This design comes from an exercise in tuning for small area on the open sky130 flow, not from production work.
RTL that was checked went through simulation tests only; none was proved equivalent to the original.

main:
// wm_pixel_window
module wm_pixel_window #(
  parameter int IMG_W   = 256,
  parameter int IMG_H   = 256,
  parameter int WM_SYMS = 4096
) (
  input  logic       clk,
  input  logic       rst_n,
  input  logic       start,
  input  logic [7:0] pix_in,
  input  logic       pix_valid,
  output logic       pix_ready,
  input  logic [7:0] wm_byte,
  input  logic       wm_valid,
  output logic       wm_ready,
  output logic [7:0] data1,
  output logic [7:0] data2,
  output logic [7:0] data3,
  output logic [7:0] data4,
  output logic [1:0] wm_data,
  output logic       out_valid,
  output logic       busy,
  output logic       frame_done
);
Size in the first run: roughly 2300 cells after synthesis, ~2100 flip-flops, about 60 I/O pins, ~0.064 mm2 of cells after synthesis.
==> module wm_pixel_window, before the edit <==
module wm_pixel_window #(
  parameter int IMG_W   = 256,
  parameter int IMG_H   = 256,
  parameter int WM_SYMS = 4096
) (
  input  logic       clk,
  input  logic       rst_n,
  input  logic       start,
  input  logic [7:0] pix_in,
  input  logic       pix_valid,
  output logic       pix_ready,
  input  logic [7:0] wm_byte,
  input  logic       wm_valid,
  output logic       wm_ready,
  output logic [7:0] data1,
  output logic [7:0] data2,
  output logic [7:0] data3,
  output logic [7:0] data4,
  output logic [1:0] wm_data,
  output logic       out_valid,
  output logic       busy,
  output logic       frame_done
);
  localparam int CW = $clog2(IMG_W);
  localparam int RW = $clog2(IMG_H);
  localparam int SR_LEN = IMG_W + 1;    
  logic          r_busy;
  logic [RW-1:0] r_row;
  logic [CW-1:0] r_col;
  logic          r_sym_avail;
  logic [7:0]    r_wm_byte;
  logic          r_win;                 
  logic [7:0]    r_sr [1:SR_LEN];
  logic       w_interior, w_needs_sym, w_accept, w_wm_accept, w_last, w_sym_win;
  logic [1:0] w_idx;
  logic [1:0] w_sym;
  assign w_interior  = (r_row != '0) && (r_col != '0);
  assign w_sym_win   = (r_row < RW'(17)) || ((r_row == RW'(17)) && (r_col < CW'(17)));
  assign w_needs_sym = w_interior && w_sym_win;
  assign busy        = r_busy;
  assign pix_ready   = r_busy && (!w_needs_sym || r_sym_avail);
  assign wm_ready    = r_busy && !r_sym_avail;
  assign w_accept    = pix_valid && pix_ready;
  assign w_wm_accept = wm_valid && wm_ready;
  assign w_last      = (r_row == RW'(IMG_H - 1)) && (r_col == CW'(IMG_W - 1));
  assign w_idx       = r_col[1:0] - r_row[1:0];
  assign frame_done  = out_valid && !r_busy;
  always_comb begin
    case (w_idx)
      2'd0: w_sym = r_wm_byte[7:6];
      2'd1: w_sym = r_wm_byte[5:4];
      2'd2: w_sym = r_wm_byte[3:2];
      default: w_sym = r_wm_byte[1:0];
    endcase
  end
  always_ff @(posedge clk or negedge rst_n) begin
    if (!rst_n) begin
      r_busy      <= 1'b0;
      r_win       <= 1'b0;
      data1       <= '0;
      wm_data     <= '0;
      out_valid   <= 1'b0;
    end else begin
      out_valid <= w_accept;
      if (!r_busy) r_busy <= start;
      else if (w_accept && w_last) r_busy <= 1'b0;
      if (w_accept) begin
        data1   <= pix_in;
        r_win   <= w_interior;
        wm_data <= w_needs_sym ? w_sym : 2'b00;
      end
    end
  end
  always_ff @(posedge clk) begin
    if (!r_busy) begin
      r_row       <= '0;
      r_col       <= '0;
      r_sym_avail <= 1'b0;
    end else begin
      if (w_wm_accept) r_sym_avail <= 1'b1;
      if (w_accept) begin
        if (r_col == CW'(IMG_W - 1)) r_row <= r_row + RW'(1);
        r_col <= r_col + CW'(1);
        if (w_needs_sym && (w_idx == 2'd3)) r_sym_avail <= 1'b0;
      end
    end
  end
  always_ff @(posedge clk) begin
    if (w_wm_accept) r_wm_byte <= wm_byte;
    if (w_accept) begin
      r_sr[1] <= data1;
      for (int i = 2; i <= SR_LEN; i++) r_sr[i] <= r_sr[i-1];
    end
  end
  assign data2 = r_win ? r_sr[1]      : data1;
  assign data3 = r_win ? r_sr[IMG_W]  : data1;
  assign data4 = r_win ? r_sr[SR_LEN] : data1;
endmodule
export LEC_CHECK = 0
export CAP_MARGIN = 10
export CORE_MARGIN = 2
export CORE_UTILIZATION = 65
export PLACE_DENSITY = 0.75
export SLEW_MARGIN = 10
create_clock -name core_clock -period 6.0 [get_ports {clk}]
standard.sh (not shown) runs the stock make flow with config.mk's settings and CLKGATE_MAP_FILE= SYNTH_SCRIPT=/design/flow/synth_recipe.tcl, a recipe that flattens the netlist after the stock synthesis.
==> flow/flow/run.sh <==
#!/bin/bash
# Standard synthesis and layout, with a leaner clock tree (small buffers, larger sink
# clusters, no dummy loads) and the smallest buffer on the ports. Each tool's log is
# under orfs/logs; the whole output of the make run goes to standard.log.
set -euo pipefail
export CTS_ARGS="-sink_clustering_enable -repair_clock_nets -dont_use_dummy_load -sink_clustering_size 20 -sink_clustering_max_diameter 60 -buf_list sky130_fd_sc_hd__clkbuf_8"
export BUFFER_PORTS_ARGS="-buffer_cell sky130_fd_sc_hd__buf_1"
bash standard.sh > standard.log 2>&1
diff inputs: main => the feature branch
-- flow/design.v --
<<< main, line 57
    if (!rst_n) begin
      r_busy      <= 1'b0;
      r_win       <= 1'b0;
      data1       <= '0;
>>> the feature branch, line 57
    if (!rst_n) begin
      r_busy      <= 1'b0;
      r_row       <= '0;
      r_col       <= '0;
      r_sym_avail <= 1'b0;
      r_win       <= 1'b0;
      data1       <= '0;
<<< main, line 63
    end else begin
      out_valid <= w_accept;
      if (!r_busy) r_busy <= start;
      else if (w_accept && w_last) r_busy <= 1'b0;
      if (w_accept) begin
        data1   <= pix_in;
        r_win   <= w_interior;
        wm_data <= w_needs_sym ? w_sym : 2'b00;
      end
    end
  end
  always_ff @(posedge clk) begin
    if (!r_busy) begin
      r_row       <= '0;
      r_col       <= '0;
      r_sym_avail <= 1'b0;
    end else begin
      if (w_wm_accept) r_sym_avail <= 1'b1;
      if (w_accept) begin
        if (r_col == CW'(IMG_W - 1)) r_row <= r_row + RW'(1);
        r_col <= r_col + CW'(1);
        if (w_needs_sym && (w_idx == 2'd3)) r_sym_avail <= 1'b0;
      end
    end
>>> the feature branch, line 66
    end else begin
      out_valid <= w_accept;
      if (!r_busy) begin
        r_busy      <= start;
        r_sym_avail <= 1'b0;
      end else begin
        if (w_wm_accept) r_sym_avail <= 1'b1;
        if (w_accept) begin
          if (w_last) r_busy <= 1'b0;
          if (r_col == CW'(IMG_W - 1)) r_row <= r_row + RW'(1);
          r_col <= r_col + CW'(1);
          if (w_needs_sym && (w_idx == 2'd3)) r_sym_avail <= 1'b0;
        end
      end
      if (w_accept) begin
        data1   <= pix_in;
        r_win   <= w_interior;
        wm_data <= w_needs_sym ? w_sym : 2'b00;
      end
    end
Findings:
- Number of detailed-route iterations in the first pass: the feature branch lower than main
- Delta(worst hold margin, the feature branch - main) > 0
- Compared with main, the feature branch shows share of final layout cell area taken by non-clock buffers lower by 0.27 points.
- For die area, main and the feature branch come out practically identical.
- Re area of the placeable core: no difference whatsoever between main and the feature branch.
- Between main and the feature branch, the difference in post-route standard cell area excluding fillers is negligible.
- Fraction of the yosys area taken by sequential cells essentially unchanged between the feature branch and main.
- In terms of overall fraction of global-route tracks in use, the feature branch and main differ only marginally.
Only the layout flow was run in main; the RTL was not checked for function there.

## re-timing with driven ports
The flow's constraints put no driver on any port. The routed layouts listed below were extracted and timed again, unchanged, in two steps.
Step 1: set_driving_cell puts a clkbuf_16 on clk and a buf_2 on each other input, an assumption about the parent block.
Step 2, shift: input delay + t, output delay - t, t = (earliest + latest rising clock arrival at the registers) / 2. This alone moves slack from input paths to output paths.
Three values: no drivers, after step 1, after step 2; two values: the first two.
run	shift t [ns]	setup WS [ns]	worst setup path at the end
main	0.820	2.128 / 2.128 / 2.023	input to register
the feature branch	0.819	2.100 / 2.034 / 2.344	register to register
After both steps setup and hold are still met in every run listed. For main, which loses most, drivers alone change the setup slack by 0.000 ns; drivers and shift together by -0.105 ns.
